This is an optimization exercise on Yosys and OpenROAD, whose aim is small area and a short achievable clock period, not a production implementation. Only simulation tests tie the RTL to the original design; equivalence was not proved. Power is estimated from default activity; no workload was simulated.

<file path="flow/design.v">
package mem_pkg;
   localparam int SLOTS = (1 << 6) - 1;
   typedef logic [6:0] sram_addr_t;
   function automatic sram_addr_t ptr_next(input sram_addr_t ptr);
      if (ptr[6-1:0] == SLOTS - 1)
         ptr_next = {~ptr[6], {6{1'b0}}};
      else
         ptr_next = ptr + 1'b1;
   endfunction
   function automatic logic [15:0] onehot_next(input logic [15:0] hl);
      logic [7:0] lo;
      logic [7:0] hi;
      lo = hl[7:0];
      hi = hl[15:8];
      if (lo[(SLOTS-1)%8] && hi[(SLOTS-1)/8])
         onehot_next = {8'b0000_0001, 8'b0000_0001};
      else
         onehot_next = {lo[7] ? {hi[6:0], hi[7]} : hi, {lo[6:0], lo[7]}};
   endfunction
   function automatic logic [15:0] onehot_of(input sram_addr_t ptr);
      onehot_of = {8'b0000_0001 << ptr[5:3], 8'b0000_0001 << ptr[2:0]};
   endfunction
endpackage
package stream_pkg;
   typedef logic [16-1:0] sample_t;
   typedef struct packed
   {
      logic    last;    
      sample_t data;
   } buffer_word_t;
endpackage
`timescale 1ns/1ns
module sram_dual_port
#(
   parameter int address_width = 6
)
(
   input  logic                       sram_clock,
   input  logic                       wr_free,
   input  logic [7:0]                 wr_lo,    
   input  logic [7:0]                 wr_hi,    
   input  stream_pkg::buffer_word_t   wr_word,
   input  logic [7:0]                 rd_lo,    
   input  logic [7:0]                 rd_hi,    
   output stream_pkg::buffer_word_t   rd_word
);
   localparam int depth = mem_pkg::SLOTS;   
   logic [16:0] ram [0:depth-1];
   always_ff @(posedge sram_clock)
   begin
      for (int i = 0; i < depth; i++)
      begin
         if (wr_free & wr_hi[i/8] & wr_lo[i%8])
         begin
            ram[i] <= wr_word;
         end
      end
   end
   localparam int W = 16 + 1;
   logic [W-1:0]        grp [0:(depth+7)/8-1];
   logic [W-1:0]        rd_next;
   for (genvar k = 0; k < (depth+7)/8; k++)
   begin : g_rd
      logic [8*W-1:0] slots;
      for (genvar j = 0; j < 8; j++)
      begin : g_slot
         if (k*8 + j < depth)
         begin : g_used
            assign slots[j*W +: W] = ram[k*8 + j];
         end
         else
         begin : g_none
            assign slots[j*W +: W] = '0;
         end
      end
      sram_read_group read_group_i
      (
         .hi    (rd_hi[k]),
         .lo    (rd_lo),
         .slots (slots),
         .word  (grp[k])
      );
   end
   always_comb
   begin
      rd_next = '0;
      for (int k = 0; k < (depth+7)/8; k++)
      begin
         rd_next = rd_next | grp[k];
      end
   end
   always_ff @(posedge sram_clock)
   begin
      rd_word <= rd_next;
   end
endmodule
module sram_read_group
(
   input  logic                          hi,
   input  logic [7:0]                    lo,
   input  logic [8*(16+1)-1:0] slots,
   output logic [16:0]       word
);
   always_comb
   begin
      word = '0;
      for (int j = 0; j < 8; j++)
      begin
         word = word | (slots[j*(16+1) +: (16+1)] & {(16+1){hi & lo[j]}});
      end
   end
endmodule
`timescale 1ns/1ns
module frame_writer
(
   input  logic                 sram_clock,
   input  logic                 rst,
   input  logic                 in_valid,
   input  logic                 in_last,
   input  stream_pkg::sample_t  in_data,
   input  mem_pkg::sram_addr_t  read_ptr_next,  
   output mem_pkg::sram_addr_t  commit_ptr,
   output logic                 frame_dropped,
   output logic                     mem_wr_free,
   output logic [7:0]               mem_wr_lo,
   output logic [7:0]               mem_wr_hi,
   output stream_pkg::buffer_word_t mem_wr_word
);
   mem_pkg::sram_addr_t   wr_ptr;       
   mem_pkg::sram_addr_t   next_ptr;     
   mem_pkg::sram_addr_t   wr_ptr_next;  
   logic         discarding;  
   logic         full;        
   logic         take;        
   stream_pkg::buffer_word_t in_word;
   assign in_word.last = in_last;
   assign in_word.data = in_data;
   assign mem_wr_free = !full;
   assign mem_wr_word = in_word;
   assign take        = in_valid && !discarding;
   assign wr_ptr_next = !take ? wr_ptr : (full ? commit_ptr : next_ptr);
   always_ff @(posedge sram_clock)
   begin
      if (rst)
      begin
         wr_ptr        <= '0;
         next_ptr      <= mem_pkg::ptr_next('0);
         mem_wr_lo     <= 8'b0000_0001;
         mem_wr_hi     <= 8'b0000_0001;
         commit_ptr    <= '0;
         discarding    <= 1'b0;
         frame_dropped <= 1'b0;
         full          <= 1'b0;
      end
      else
      begin
         full          <= (wr_ptr_next[6-1:0] == read_ptr_next[6-1:0]) &&
                          (wr_ptr_next[6] != read_ptr_next[6]);
         frame_dropped <= 1'b0;
         if (in_valid)
         begin
            if (discarding)
            begin
               if (in_last)
               begin
                  discarding <= 1'b0;  
               end
            end
            else if (full)
            begin
               wr_ptr                 <= commit_ptr;
               next_ptr               <= mem_pkg::ptr_next(commit_ptr);
               {mem_wr_hi, mem_wr_lo} <= mem_pkg::onehot_of(commit_ptr);
               frame_dropped          <= 1'b1;
               discarding             <= !in_last;
            end
            else
            begin
               wr_ptr                 <= next_ptr;
               next_ptr               <= mem_pkg::ptr_next(next_ptr);
               {mem_wr_hi, mem_wr_lo} <= mem_pkg::onehot_next({mem_wr_hi, mem_wr_lo});
               if (in_last)
               begin
                  commit_ptr <= next_ptr;  
               end
            end
         end
      end
   end
endmodule
`timescale 1ns/1ns
module frame_reader
(
   input  logic                 sram_clock,
   input  logic                 rst,
   input  logic                 hold,
   input  mem_pkg::sram_addr_t  commit_ptr,
   output mem_pkg::sram_addr_t  read_ptr,
   output mem_pkg::sram_addr_t  read_ptr_next,  
   output logic                 out_valid,
   output logic                 out_last,
   output stream_pkg::sample_t  out_data,
   output logic [7:0]           mem_rd_lo,
   output logic [7:0]           mem_rd_hi,
   input  stream_pkg::buffer_word_t mem_rd_word
);
   logic fetch;
   logic pending;
   assign pending = (read_ptr != commit_ptr);
   assign fetch = pending && !hold;
   assign read_ptr_next = fetch ? mem_pkg::ptr_next(read_ptr) : read_ptr;
   always_ff @(posedge sram_clock)
   begin
      if (rst)
      begin
         read_ptr  <= '0;
         mem_rd_lo <= 8'b0000_0001;
         mem_rd_hi <= 8'b0000_0001;
         out_valid <= 1'b0;
      end
      else
      begin
         out_valid <= fetch;  
         if (fetch)
         begin
            read_ptr               <= read_ptr_next;
            {mem_rd_hi, mem_rd_lo} <= mem_pkg::onehot_next({mem_rd_hi, mem_rd_lo});
         end
      end
   end
   assign out_data = mem_rd_word.data;
   assign out_last = mem_rd_word.last;
endmodule
`timescale 1ns/1ns
module frame_buffer_top
(
   input  logic                 sram_clock,
   input  logic                 rst,
   input  logic                 in_valid,
   input  logic                 in_last,
   input  logic                 hold,
   input  stream_pkg::sample_t  in_data,
   output logic                 out_valid,
   output logic                 out_last,
   output logic                 frame_dropped,
   output stream_pkg::sample_t  out_data
);
   mem_pkg::sram_addr_t commit_ptr;  
   mem_pkg::sram_addr_t read_ptr;
   mem_pkg::sram_addr_t read_ptr_next;
   logic                     wr_free;
   logic [7:0]               wr_lo;
   logic [7:0]               wr_hi;
   stream_pkg::buffer_word_t wr_word;
   logic [7:0]               rd_lo;
   logic [7:0]               rd_hi;
   stream_pkg::buffer_word_t rd_word;
   frame_writer frame_writer_i
   (
      .sram_clock    (sram_clock),
      .rst           (rst),
      .in_valid      (in_valid),
      .in_last       (in_last),
      .in_data       (in_data),
      .read_ptr_next (read_ptr_next),
      .commit_ptr    (commit_ptr),
      .frame_dropped (frame_dropped),
      .mem_wr_free    (wr_free),
      .mem_wr_lo      (wr_lo),
      .mem_wr_hi      (wr_hi),
      .mem_wr_word    (wr_word)
   );
   sram_dual_port
   #(
      .address_width (6)
   )
   sram_dual_port_i
   (
      .sram_clock (sram_clock),
      .wr_free    (wr_free),
      .wr_lo      (wr_lo),
      .wr_hi      (wr_hi),
      .wr_word    (wr_word),
      .rd_lo      (rd_lo),
      .rd_hi      (rd_hi),
      .rd_word    (rd_word)
   );
   frame_reader frame_reader_i
   (
      .sram_clock (sram_clock),
      .rst        (rst),
      .hold       (hold),
      .commit_ptr (commit_ptr),
      .read_ptr   (read_ptr),
      .read_ptr_next (read_ptr_next),
      .out_valid  (out_valid),
      .out_last   (out_last),
      .out_data   (out_data),
      .mem_rd_lo      (rd_lo),
      .mem_rd_hi      (rd_hi),
      .mem_rd_word    (rd_word)
   );
endmodule
</file>
<file path="flow/run.sh">
#!/bin/bash
# synth_recipe.tcl (not shown) runs the flow's synth.tcl, then flattens the netlist and writes it again
# the make line also repeats each setting of config.mk as NAME=value (left out here)
make -C /OpenROAD-flow-scripts/flow DESIGN_CONFIG=/design/flow/config.mk WORK_HOME=/design/flow/orfs CLKGATE_MAP_FILE= SYNTH_SCRIPT=/design/flow/synth_recipe.tcl finish
</file>
<file path="flow/config.mk">
export PLATFORM = sky130hd
export DESIGN_NAME = frame_buffer_top
export DESIGN_NICKNAME = frame_buffer_top
export VERILOG_FILES = /design/flow/design.v
export SDC_FILE = /design/flow/constraint.sdc
export NUM_CORES = 4
export LEC_CHECK = 0
export CAP_MARGIN = 20
export CORE_MARGIN = 2
export CORE_UTILIZATION = 55
export CTS_CLUSTER_DIAMETER = 60
export CTS_CLUSTER_SIZE = 30
export SETUP_SLACK_MARGIN = 2.0
export SLEW_MARGIN = 20
export SYNTH_HIERARCHICAL = 1
</file>
<file path="flow/constraint.sdc">
create_clock -name core_clock -period 4.0 [get_ports {sram_clock}]
set_input_delay 0.8000 -clock core_clock [delete_from_list [all_inputs] [get_ports {sram_clock}]]
set_output_delay 0.8000 -clock core_clock [all_outputs]
set_load 0.01 [all_outputs]
</file>
==> reports/qor.csv <==
stage,metric,value,unit
run_status,status,"complete, no violations",
critical_path,cp_top_family,simple AND/OR/NAND/NOR gates,
critical_path,reg2reg_depth,9,
power,internal-power,18.19,mW
synth,synth-seq-area-share,76.41,%
sta,period_share,57.67,%
sta,setup_violations,0,
synth,ys_async_sr_fraction,0,%
floorplanning,io_pins,40,
placed_design,port_buffers,39,
critical_path,cp.depth,9,
sta,setup_tns,0,ns
power,p_leak,14.87,nW
power,peakVddDrop,0.0002743,V
floorplanning,core_area,79260,um^2
power,clock_power_share,33.8,%
critical_path,critPathBufInv,0,
finish,drive_gt1_share,25.25,%
run,drv_cap,0,
sta,worst_pin_slew,1.098,ns
finish,fin_area,49870,um^2
power,p_sw,6.360,mW
critical_path,path_cells,xnor2_2 -> and4_2 -> a211o_1 -> a21oi_2 -> xnor2_1 -> nand4_1 -> a2111oi_2 -> nor2_1 -> nor4_2,
clock_tree,cts_root_buffer,clkbuf_16,
clock_tree,cts_max_path_buffers,3,
floorplanning,fp.dieArea,82670,um^2
power,swShare,25.91,%
floorplanning,die_w,287.5,um
sta,clock_skew,0.03856,ns
global_route,grt_usage,30.69,%
sta,max_freq,433.5,MHz
power,power.density,492.3,nW/um^2
hold_path,min_path_cells,1,
critical_path,arrival,2.84,ns
floorplanning,initial_core_util,55.78,%
routing,via_per_inst,6.872,
finish,layout_common_cells,"edfxtp_1 (1071), a22oi_1 (438), buf_4 (121)",
hold_path,hp-class,reg2reg,
critical_path,worst-setup-path-type,reg2reg,
floorplanning,die_h,287.5,um
sta,relSlewSlack,26.78,%
clock_tree,cts_hold_buf,0,
routing,vias,25300,
synth,synth_edf_count,1071,
clock_tree,cts_tree,done,
synth,synth_ff_type,edfxtp_1,
critical_path,slowest_delay,0.41,ns
clock_tree,cts_buffers,72,
sta,drv_slew,0,
critical_path,slowest_stage,dfxtp_4,
clock_tree,path_clk_slew,0.08,ns
sta,finalHoldViolCount,0,
synth,yosys_warnings,13,
clock_tree,clk-insertion-delay-late,0.65,ns
finish,layout_commonest_cell,edfxtp_1,
global_route,grt_max_degree,65,
critical_path,start_kind,register,
synth,post_synth.cell_area_avg,17.81,um^2
floorplanning,row_count,103,
global_route,grt-ovfl-total,0,
placed_design,dp_hpwl,67690,um
power,seq_power_share,55.9,%
routing,ant_nets,0,
critical_path,required,4.53,ns
routing,route.detailed.drc,0,
finish,syn_to_final_growth,12.78,%
routing,drtIter0Drc,3148,
sta,period_needed,2.307,ns
critical_path,cp_max_fo,11,
clock_tree,htreeDepth,3,
global_route,antenna_found_initial,2,
synth,syn_inst,2482,
finish,nNetsFinal,2603,
sta,rsz0062_at_grt,true,
global_route,grt_pass1_vias,24030,
routing,routed_wl,128300,um
global_route,grt_pass1_wl,179300,um
synth,ys_types,69,
placed_design,placed_area,44850,um^2
routing,wl_per_cell,34.83,um
clock_tree,clock_sinks,1152,
synth,synth-seq-cells,1152,
finish,n_fill_cell,5598,
placed_design,place_congestion,0.8439,
synth,syn_area,44210,um^2
power,p_comb_share,10.3,%
critical_path,end_kind,register,
routing,drt_pass1_iterations,5,
==> flip-flops by register name, indices dropped and copies added, names as in the netlist, 7 cells and up <==
| name | count |
|---|---|
| frame_reader_i.mem_rd_hi | 8 |
| frame_reader_i.read_ptr | 7 |
| frame_writer_i.mem_wr_hi | 8 |
| sram_dual_port_i.rd_word | 17 |
| frame_reader_i.mem_rd_lo | 8 |
| frame_writer_i.next_ptr | 7 |
| frame_writer_i.commit_ptr | 7 |
| frame_writer_i.mem_wr_lo | 8 |
| frame_writer_i.wr_ptr | 7 |
| sram_dual_port_i.ram | 1071 |
==> per-stage QoR <==
stage / power, mW / hold WS [ns] / utilization [%] / std cells / setup WS [ns]
after floorplan: 15.37 / 0.4344 / - / 2498 / 1.717
after CTS: 24.51 / 0.5036 / 62.12 / 3672 / 1.703
final: 24.55 / 0.5026 / 62.92 / 3682 / 1.693
after global placement: 16.00 / 0.4735 / 56.56 / 3482 / 0.7254
after detailed placement: 16.05 / 0.4903 / 56.59 / 3483 / 0.7052
after global routing: 25.18 / 0.5179 / 62.91 / 3681 / 1.493
==> cell families after synthesis <==
family	after synthesis	synth area share [%]
AOI/OAI and AO/OA	789	14.46
and+or+nand+nor	245	3.034
adders and majority gates	10	0.2830
other	1	0.008482
DFF	1152	76.41
muxes	24	0.6113
xor gates and xnor gates	20	0.3962
buffers and inverters	241	4.805
==> area by class of cell <==
class                           count  area, um^2  area share (%)
Multi-Input combinational cell   1106        9863           19.78
Clock inverter                     54       664.4           1.332
Antenna cell                        2       5.005         0.01004
Tap cell                         1050        1314           2.635
Inverter                           29       127.6          0.2559
Clock buffer                       78        1888           3.786
Timing Repair Buffer              211        2141           4.293
Sequential cell                  1152       33860           67.91
==> worst register-to-register path, stage by stage (launching register included) <==
cell and delay (ns):
dfxtp_4 0.41, xnor2_2 0.17, and4_2 0.29, a211o_1 0.33, a21oi_2 0.18, xnor2_1 0.14
nand4_1 0.13, a2111oi_2 0.23, nor2_1 0.09, nor4_2 0.26
==> power by group through the flow <==
stage	clock (mW)	combinational, mW	sequential [mW]
CTS	8.38	2.42	13.7
finish	8.29	2.54	13.7
global route	8.80	2.65	13.7
detailed placement	0	1.91	14.1
floorplan	0	1.52	13.9
global placement	0	1.88	14.1
==> per-layer routing <==
| layer | track usage [%] | up-vias | part of all wire, % |
|---|---|---|---|
| met5 | 0 | - | 0 |
| met1 | 43.64 | 13200 | 39 |
| met4 | 10.08 | 0 | 3.6 |
| li1 | - | 10540 | - |
| met3 | 5.571 | 216 | 10 |
| met2 | 48.40 | 1349 | 47 |
==> cells in the mapped netlist, types with 5 or more instances <==
| cell | n | area [um^2] |
|---|---|---|
| inv_1 | 20 | 75.07 |
| buf_12 | 16 | 320.3 |
| and3_2 | 13 | 97.59 |
| and3_1 | 54 | 337.8 |
| o21ai_0 | 15 | 75.07 |
| o32ai_1 | 5 | 43.79 |
| nor2b_1 | 9 | 56.30 |
| nor3_1 | 10 | 50.05 |
| ha_1 | 10 | 125.1 |
| nand3_1 | 11 | 55.05 |
| nor4_1 | 38 | 237.7 |
| a21oi_1 | 10 | 50.05 |
| a41oi_2 | 8 | 130.1 |
| edfxtp_1 | 1071 | 32160 |
| nand2_1 | 31 | 116.4 |
| o22ai_1 | 8 | 50.05 |
| nor2_1 | 49 | 183.9 |
| buf_2 | 22 | 110.1 |
| a22oi_1 | 498 | 3739 |
| xnor2_1 | 17 | 148.9 |
| nand2b_1 | 12 | 75.07 |
| mux2_2 | 8 | 90.09 |
| clkbuf_1 | 19 | 71.32 |
| nand4_1 | 7 | 43.79 |
| a211oi_1 | 25 | 187.7 |
| dfxtp_1 | 81 | 1622 |
| a41oi_1 | 129 | 1130 |
| buf_4 | 59 | 442.9 |
| mux2i_1 | 13 | 130.1 |
| clkinv_1 | 8 | 30.03 |
| buf_6 | 93 | 1047 |
| a22oi_2 | 48 | 600.6 |
| a32oi_1 | 13 | 113.9 |
==> modules after synthesis (local to each module, per instance), excerpt <==
module | cells inside | flip-flops and latches
frame_reader | 173 | 24
frame_writer | 276 | 40
sram_read_group | 103 | 0
==> timing repair <==
action	in CTS	in global routing
endpoints found under the setup margin	609	116
setup buffers	53	6
pin swaps	61	53
resized for setup	267	106
cloned	4	1
==> path summary, 6_finish.rpt <==
| check | endpoint | slack [ns] | startpoint |
|---|---|---|---|
| max | frame_writer_i.full$_SDFF_PP0_ | 1.69 | frame_writer_i.commit_ptr[4]$_SDFFE_PP0P_ |
| min | frame_writer_i.frame_dropped$_SDFF_PP0_ | 0.50 | frame_writer_i.discarding$_SDFFE_PP0P_ |
| max reg2reg | frame_writer_i.full$_SDFF_PP0_ | 1.69 | frame_writer_i.commit_ptr[4]$_SDFFE_PP0P_ |
| min reg2reg | frame_writer_i.frame_dropped$_SDFF_PP0_ | 0.50 | frame_writer_i.discarding$_SDFFE_PP0P_ |

-- static timing again, ports no longer ideal --
In the flow no input, the clock included, has a driving cell. The finished layout below was timed again as built, in two steps. Step 1 assumes that a clkbuf_16 drives the clock port and a buf_2 every other input. Step 2, shift: input delay + t, output delay - t, t = (earliest + latest rising clock arrival at the registers) / 2. This alone moves slack from input paths to output paths. a / b / c = ideal / step 1 / step 2; a / b = the first two.
shift t [ns]: 0.697
setup slack, ns: 1.693 / 1.693 / 1.065
worst data-port slew with drivers (ns): 0.06
After both steps this run still meets setup and hold. The setup slack of this run moves by 0.000 ns with the drivers and by -0.628 ns with both steps.
